What follows belongs to an exercise in optimizing a design on an open flow for small area, a short achievable clock period and few clock cycles per item; a production flow would make more cautious choices. Only simulation tests tie the RTL to the original design; equivalence was not proved. Power is estimated from default activity; no workload was simulated.

Setup of garnet:
==> flow/design.v (excerpt) <==
module systolic_top (
	input wire logic clk,
	input wire logic rst,
	input wire logic [23:0] horz_data,
	input wire logic [2:0] horz_we,
	output logic [2:0] horz_wrdy,
	input wire logic [47:0] obli_data,
	input wire logic [5:0] obli_we,
	output logic [5:0] obli_wrdy,
	output logic [7:0] dout,
	output logic dout_en
);
export LEC_CHECK = 0
export CAP_MARGIN = 20
export CORE_MARGIN = 2
export CORE_UTILIZATION = 55
export SETUP_SLACK_MARGIN = 2.8
export SLEW_MARGIN = 20
create_clock -name core_clock -period 5.0 [get_ports {clk}]
standard.sh (not shown) runs the stock make flow with config.mk's settings and CLKGATE_MAP_FILE= SYNTH_SCRIPT=/design/flow/synth_recipe.tcl, a recipe that flattens the netlist after the stock synthesis.
==> flow/flow/run.sh <==
#!/bin/bash
# Standard layout (the standard.sh: standard synthesis through finish),
# with two changes to how the layout is made:
# - ports get a small plain buffer (buf_1) rather than the delay buffer that
#   buffer_ports picks by default; every input and output port is still
#   buffered, and the resizer may still upsize these buffers;
# - clock tree synthesis clusters up to 30 registers per leaf buffer and
#   inserts no dummy loads.
set -euo pipefail
export BUFFER_PORTS_ARGS="-buffer_cell sky130_fd_sc_hd__buf_1"
export CTS_ARGS="-sink_clustering_enable -repair_clock_nets -dont_use_dummy_load -sink_clustering_size 30 -sink_clustering_max_diameter 80"
bash standard.sh finish > standard_sh.log 2>&1
Looking at the reports, garnet completed the entire flow and the layout it produced met the timing, design-rule and antenna checks.
Testbench counts of garnet, summed over its fixed seeds: cycles 3,925, sets 960.
Modified inputs, willow compared to garnet
- ABC_AREA newly set to 1
- CORE_UTILIZATION changed from 55 to 40
## What came out
The cell count of the worst reg-to-reg path reported for willow is greater than that of garnet by 2.
Compared with garnet, willow shows a higher slack of the critical path.
Compared to garnet, the router laid down more metal wire for willow.
The run showing the greater area after synthesis is willow.
Of the two values seen for startpoint of the worst setup timing path, s1_c[2]$_DFFE_PN_ was produced by willow and ol_e[2]$_SDFF_PN1_ by garnet.
Going from garnet to willow, effective utilization at floorplan shrinks by 15 points.
Number of cells after detailed placement: garnet and willow compared, higher one is willow
Lower detailed-route via count was reported by garnet, not willow.


== run 1 ==
Another version of the RTL of systolic_top (not shown whole).
Size in the first run: roughly 100 I/O pins, roughly 8800 µm² of cells after synthesis.
==> flow/config.mk <==
export PLATFORM = sky130hd
export DESIGN_NAME = systolic_top
export DESIGN_NICKNAME = systolic_top
export VERILOG_FILES = /design/flow/design.v
export SDC_FILE = /design/flow/constraint.sdc
export NUM_CORES = 4
export LEC_CHECK = 0
export CAP_MARGIN = 20
export CORE_MARGIN = 2
export CORE_UTILIZATION = 40
export CTS_BUF_LIST = sky130_fd_sc_hd__clkbuf_8
export CTS_CLUSTER_DIAMETER = 100
export CTS_CLUSTER_SIZE = 30
export PLACE_DENSITY = 0.75
export SETUP_SLACK_MARGIN = 2.5
export SLEW_MARGIN = 20
==> flow/constraint.sdc <==
create_clock -name core_clock -period 5.0 [get_ports {clk}]
set_input_delay 1.0000 -clock core_clock [delete_from_list [all_inputs] [get_ports {clk}]]
set_output_delay 1.0000 -clock core_clock [all_outputs]
set_load 0.01 [all_outputs]
==> flow/flow/run.sh <==
#!/bin/bash
# Standard layout (the standard.sh: standard synthesis through finish),
# with one change: ports get a small plain buffer (buf_1/buf_2) rather than
# the delay buffer buffer_ports picks by default. Every input and output port
# is still buffered, and the resizer may still upsize these buffers.
set -euo pipefail
export BUFFER_PORTS_ARGS="-buffer_cell sky130_fd_sc_hd__buf_1"
bash standard.sh finish > standard_sh.log 2>&1
Testbench counts of run 1, summed over its fixed seeds: cycles 3,917, sets 960.
## Diff of input files: run 2 against run 1
- changing SETUP_SLACK_MARGIN from 2.5 to 2.6
- removing PLACE_DENSITY (formerly 0.75)
Notes after the runs:
The total detailed-routing wirelength was comparable across run 2 and run 1.
Delta(worst stage delay on the critical path, run 2 - run 1) > 0
Run 2 and run 1 ended up with roughly the same worst setup skew after layout.
The core of run 2 is more densely filled than that of run 1.
The setup slack at placement in run 2 was lower than what run 1 gave.
Re endpoint required time on the critical path: run 1 was lower than run 2.
## Diff of input files: run 3 against run 2
- swapping 2.6 for 2.5 in SETUP_SLACK_MARGIN
==> summary.txt <==
Going from run 2 to run 3, setup clock skew after layout up 0.0041 ns; part of the power in the clock network went up. Route | run 3 vs run 2 | wire shorter in run 3. Run 3 vs run 2 — register fraction of the total cell area rose 1.6 points. Looking at tightest slew margin relative to the limit across both flows, run 3 is the stronger of the two, with run 2 trailing. Lower shortest clock period the worst path allows after layout goes to run 3 over run 2. Run 3 reports a lower power than run 2 does. Run 3 vs run 2, via count went down by 0.86%.

re-timing with driven ports:
In the flow no input, the clock included, has a driving cell. The finished layouts below were timed again as built, in two steps. Step 1: set_driving_cell puts a clkbuf_16 on clk and a buf_2 on each other input, an assumption about the parent block. Step 2 adds t to the input delays and takes it off the output delays; t is the mean of the earliest and latest rising clock arrival at the registers after step 1. Input paths then give back, and output paths get back, about the clock's delay inside the block. Slacks: ideal ports / drivers / drivers and shift; pairs: ideal ports / drivers.
run	shift t [ns]	setup slack, ns	worst setup path after step 2	latest minus earliest clock arrival (ns)	worst data-port slew with drivers (ns)
garnet	0.503	2.805 / 2.805 / 2.571	input to register	0.044 / 0.044	0.04
willow	0.504	2.899 / 2.875 / 2.898	input to register	0.066 / 0.066	0.06
run 1	0.512	2.517 / 2.517 / 2.517	register to register	0.017 / 0.017	0.04
run 2	0.501	2.566 / 2.566 / 2.566	register to register	0.014 / 0.014	0.04
run 3	0.508	2.578 / 2.578 / 2.578	register to register	0.018 / 0.018	0.04
After both steps every run listed still meets setup and hold. The setup slack of garnet, which loses most, moves by 0.000 ns with the drivers and by -0.234 ns with both steps.
